Background: an optimization exercise with open tools, aiming at small area. Do not read the settings as production practice. Function was checked by simulation only, so behaviour that the tests miss may differ from the original. Power is estimated from default activity; no workload was simulated.

## old
==> flow/design.v <==
package bssl_pkg;
  localparam int DEPTH       = 16;
  localparam int MAX_RESULTS = 16;
  localparam int NRES        = (DEPTH < MAX_RESULTS) ? DEPTH : MAX_RESULTS;
  localparam int IDX_W       = $clog2(DEPTH);
  localparam int CNT_W       = $clog2(DEPTH + 1);
  localparam int RANK_W      = 4;
  localparam int TAG_W       = 64;
  localparam int SCORE_W     = 32;
  localparam int STAMP_W     = 32;
  localparam logic CMD_INSERT = 1'b0;
  localparam logic CMD_READ   = 1'b1;
  localparam logic ST_OK   = 1'b0;
  localparam logic ST_FULL = 1'b1;
  typedef struct packed {
    logic                      cmd;
    logic [TAG_W-1:0]          entry_tag;
    logic signed [SCORE_W-1:0] new_score;
    logic [STAMP_W-1:0]        stamp;
  } in_req_t;
  typedef struct packed {
    logic                      status;
    logic                      valid_res;
    logic [RANK_W-1:0]         rank;
    logic [TAG_W-1:0]          tag_out;
    logic signed [SCORE_W-1:0] score_out;
    logic [STAMP_W-1:0]        stamp_out;
    logic                      last;
  } out_res_t;
  typedef struct packed {
    logic do_insert;
    logic rd_start;
    logic rd_next;
  } dp_cmd_t;
  typedef struct packed {
    logic out_free;
    logic multi;
    logic rd_last;
  } dp_status_t;
endpackage
module bssl_ctrl (
  input  logic                    clk,
  input  logic                    rst_n,
  input  logic                    in_valid,
  input  logic                    in_cmd,
  output logic                    in_stall,
  input  bssl_pkg::dp_status_t    st,
  output bssl_pkg::dp_cmd_t       cmd
);
  typedef enum logic {IDLE, READ} state_t;
  state_t state_r, state_nxt;
  logic   accept;
  assign accept = (state_r == IDLE) && in_valid && st.out_free;
  always_comb begin
    state_nxt    = state_r;
    cmd          = '0;
    in_stall     = 1'b1;
    unique case (state_r)
      IDLE: begin
        in_stall = !st.out_free;
        if (accept) begin
          if (in_cmd == bssl_pkg::CMD_READ) begin
            cmd.rd_start = 1'b1;
            if (st.multi) state_nxt = READ;
          end else begin
            cmd.do_insert = 1'b1;
          end
        end
      end
      READ: begin
        if (st.out_free) begin
          cmd.rd_next = 1'b1;
          if (st.rd_last) state_nxt = IDLE;
        end
      end
      default: state_nxt = IDLE;
    endcase
  end
  always_ff @(posedge clk) begin
    if (!rst_n) begin
      state_r <= IDLE;
    end else begin
      state_r <= state_nxt;
    end
  end
endmodule
module bssl_dp (
  input  logic                    clk,
  input  logic                    rst_n,
  input  bssl_pkg::in_req_t       req,
  input  bssl_pkg::dp_cmd_t       cmd,
  output bssl_pkg::dp_status_t    st,
  output logic                    out_valid,
  input  logic                    out_stall,
  output bssl_pkg::out_res_t      out_res
);
  localparam int D  = bssl_pkg::DEPTH;
  localparam int IW = bssl_pkg::IDX_W;
  localparam int CW = bssl_pkg::CNT_W;
  localparam int SW = bssl_pkg::SCORE_W;
  logic [bssl_pkg::TAG_W-1:0]   tags_r   [D];
  logic [SW-1:0]                scores_r [D];
  logic [bssl_pkg::STAMP_W-1:0] stamps_r [D];
  logic [IW-1:0]                place_r  [D];
  logic [CW-1:0] fill_r;
  logic          out_valid_r;
  logic          status_r, valid_res_r, last_r;
  logic [IW-1:0] rank_r;
  logic [D-1:0]  used, gt, tail, sel;
  logic [IW-1:0] pos, rd_sel;
  logic          full, ins, load;
  logic [bssl_pkg::TAG_W-1:0]   fb_tag;
  logic [SW-1:0]                fb_score;
  logic [bssl_pkg::STAMP_W-1:0] fb_stamp;
  logic [IW-1:0]                fb_place;
  function automatic logic score_gt(input logic [SW-1:0] a, input logic [SW-1:0] b);
    logic c, ai, bi;
    c = 1'b0;
    for (int k = 0; k < SW; k++) begin
      ai = (k == SW-1) ? !a[k] : a[k];
      bi = (k == SW-1) ? !b[k] : b[k];
      c  = (ai & !bi) | ((ai | !bi) & c);
    end
    score_gt = c;
  endfunction
  assign full = fill_r[CW-1];
  assign ins  = cmd.do_insert && !full;
  assign load = cmd.do_insert || cmd.rd_start || cmd.rd_next;
  assign rd_sel = cmd.rd_start ? '0 : (rank_r + IW'(1));
  always_comb begin
    pos = '0;
    for (int i = 0; i < D; i++) begin
      used[i] = (CW'(i) < fill_r);
      tail[i] = (CW'(i + 1) == fill_r);
      gt[i]   = used[i] && score_gt(scores_r[i], req.new_score);
      sel[i]  = valid_res_r && used[i] && (place_r[i] == rank_r);
      pos     = pos + IW'(gt[i]);
    end
  end
  always_comb begin
    fb_tag   = ins ? req.entry_tag : '0;
    fb_score = ins ? req.new_score : '0;
    fb_stamp = ins ? req.stamp     : '0;
    fb_place = ins ? pos           : '0;
    for (int i = 0; i < D; i++) begin
      fb_tag   |= {bssl_pkg::TAG_W{tail[i] && !ins}}   & tags_r[i];
      fb_score |= {SW{tail[i] && !ins}}                & scores_r[i];
      fb_stamp |= {bssl_pkg::STAMP_W{tail[i] && !ins}} & stamps_r[i];
      fb_place |= {IW{tail[i] && !ins}}                & place_r[i];
    end
  end
  assign st.out_free = !out_valid_r || !out_stall;
  assign st.multi    = (fill_r > CW'(1));
  assign st.rd_last  = ((CW'(rank_r) + CW'(2)) == fill_r);
  always_ff @(posedge clk) begin
    tags_r[0]   <= fb_tag;
    scores_r[0] <= fb_score;
    stamps_r[0] <= fb_stamp;
    place_r[0]  <= fb_place;
    for (int i = 1; i < D; i++) begin
      tags_r[i]   <= tags_r[i-1];
      scores_r[i] <= scores_r[i-1];
      stamps_r[i] <= stamps_r[i-1];
      place_r[i]  <= place_r[i-1] + IW'(ins && !gt[i-1]);
    end
  end
  always_ff @(posedge clk) begin
    if (cmd.do_insert) begin
      status_r    <= full;
      valid_res_r <= !full;
      rank_r      <= full ? '0 : pos;
      last_r      <= 1'b1;
    end else if (cmd.rd_start || cmd.rd_next) begin
      status_r    <= bssl_pkg::ST_OK;
      valid_res_r <= (fill_r != '0);
      rank_r      <= rd_sel;
      last_r      <= cmd.rd_start ? !st.multi : st.rd_last;
    end
    if (!rst_n) begin
      fill_r      <= '0;
      out_valid_r <= 1'b0;
    end else begin
      if (ins) fill_r <= fill_r + CW'(1);
      out_valid_r <= load || (out_valid_r && out_stall);
    end
  end
  always_comb begin
    out_res           = '0;
    out_res.status    = status_r;
    out_res.valid_res = valid_res_r;
    out_res.rank      = rank_r;
    out_res.last      = last_r;
    for (int i = 0; i < D; i++) begin
      out_res.tag_out   |= {bssl_pkg::TAG_W{sel[i]}}   & tags_r[i];
      out_res.score_out |= {SW{sel[i]}}                & scores_r[i];
      out_res.stamp_out |= {bssl_pkg::STAMP_W{sel[i]}} & stamps_r[i];
    end
  end
  assign out_valid = out_valid_r;
endmodule
module bounded_sorted_score_list (
  input  logic                  clk,
  input  logic                  rst_n,
  input  logic                  in_valid,
  output logic                  in_stall,
  input  bssl_pkg::in_req_t     in_req,
  output logic                  out_valid,
  input  logic                  out_stall,
  output bssl_pkg::out_res_t    out_res
);
  bssl_pkg::dp_cmd_t    cmd;
  bssl_pkg::dp_status_t st;
  bssl_ctrl u_ctrl (
    .clk      (clk),
    .rst_n    (rst_n),
    .in_valid (in_valid),
    .in_cmd   (in_req.cmd),
    .in_stall (in_stall),
    .st       (st),
    .cmd      (cmd)
  );
  bssl_dp u_dp (
    .clk       (clk),
    .rst_n     (rst_n),
    .req       (in_req),
    .cmd       (cmd),
    .st        (st),
    .out_valid (out_valid),
    .out_stall (out_stall),
    .out_res   (out_res)
  );
endmodule
module bssl_top (
  input  logic        clk,
  input  logic        rst_n,
  input  logic        in_valid,
  output logic        in_stall,
  input  logic        in_cmd,
  input  logic [63:0] in_tag,
  input  logic [31:0] in_score,
  input  logic [31:0] in_stamp,
  output logic        out_valid,
  input  logic        out_stall,
  output logic        out_status,
  output logic        out_valid_res,
  output logic [3:0]  out_rank,
  output logic [63:0] out_tag,
  output logic [31:0] out_score,
  output logic [31:0] out_stamp,
  output logic        out_last
);
  bssl_pkg::in_req_t  req;
  bssl_pkg::out_res_t res;
  assign req.cmd       = in_cmd;
  assign req.entry_tag = in_tag;
  assign req.new_score = in_score;
  assign req.stamp     = in_stamp;
  bounded_sorted_score_list u_list (
    .clk       (clk),
    .rst_n     (rst_n),
    .in_valid  (in_valid),
    .in_stall  (in_stall),
    .in_req    (req),
    .out_valid (out_valid),
    .out_stall (out_stall),
    .out_res   (res)
  );
  assign out_status    = res.status;
  assign out_valid_res = res.valid_res;
  assign out_rank      = res.rank;
  assign out_tag       = res.tag_out;
  assign out_score     = res.score_out;
  assign out_stamp     = res.stamp_out;
  assign out_last      = res.last;
endmodule
clock: 10.0 ns
lec_check: 0
cap_margin: 20
core_margin: 2
core_utilization: 50
slew_margin: 20
standard.sh (not shown) runs the stock make flow with config.mk's settings and CLKGATE_MAP_FILE= SYNTH_SCRIPT=/design/flow/synth_recipe.tcl, a recipe that flattens the netlist after the stock synthesis.
==> flow/flow/run.sh <==
#!/bin/bash
export BUFFER_PORTS_ARGS="-buffer_cell sky130_fd_sc_hd__buf_1"
export CTS_ARGS="-sink_clustering_enable -repair_clock_nets -dont_use_dummy_load -sink_clustering_size 24 -sink_clustering_max_diameter 120"
bash standard.sh > standard.log 2>&1
old closes out successfully: all stages finished, all timing, DRC and antenna checks passed.
The following lists how new was set up differently from old:
--- a/flow/design.v
+++ b/flow/design.v
@@ -133,8 +133,11 @@
       used[i] = (CW'(i) < fill_r);
       tail[i] = (CW'(i + 1) == fill_r);
+      sel[i]  = valid_res_r && used[i] && (place_r[i] == rank_r);
+    end
+    for (int i = 0; i < D - 1; i++) begin
       gt[i]   = used[i] && score_gt(scores_r[i], req.new_score);
-      sel[i]  = valid_res_r && used[i] && (place_r[i] == rank_r);
       pos     = pos + IW'(gt[i]);
     end
+    gt[D-1] = 1'b0;
   end
   always_comb begin
### Flow results
Higher setup slack goes to old over new. in_score[1] as the start point of the critical path was reported by new, and in_score[0] by old. Summary of new over old: largest vdd supply drop shows an increase of about 30%; transition time at the pin with the least slew margin shows an increase of 0.084 ns; clock period minus worst slack shows an increase of 0.22 ns; starting density of the core shows no meaningful change; post-layout instance count excluding filler cells shows no meaningful change. old → new: synthesized cell count now sits lower; number of cells traversed by the worst hold path now sits at about the same level. Est. power | new vs old | new lower. Minimum hold slack (higher): new.

==> afterwards: timing with drivers on the ports <==
How much do the figures lean on ideal ports? The routed layouts below were timed once more, with nothing changed but the port constraints. Step 1 assumes that a clkbuf_16 drives the clock port and a buf_2 every other input. Step 2, shift: input delay + t, output delay - t, t = (earliest + latest rising clock arrival at the registers) / 2. This alone moves slack from input paths to output paths. Slacks: ideal ports / drivers / drivers and shift; pairs: ideal ports / drivers.
run | t, ns | slack for setup (ns) | worst setup path at the end | clock arrival spread, ns | slew at the worst register clock pin (ns)
old | 0.823 | 1.078 / 1.115 / 0.292 | input to register | 0.084 / 0.084 | 0.11 / 0.11
new | 0.827 | 0.857 / 0.870 / 0.043 | input to register | 0.079 / 0.078 | 0.11 / 0.11
After both steps setup and hold are still met in every run listed. For new, which loses most, drivers alone change the setup slack by +0.013 ns; drivers and shift together by -0.814 ns.
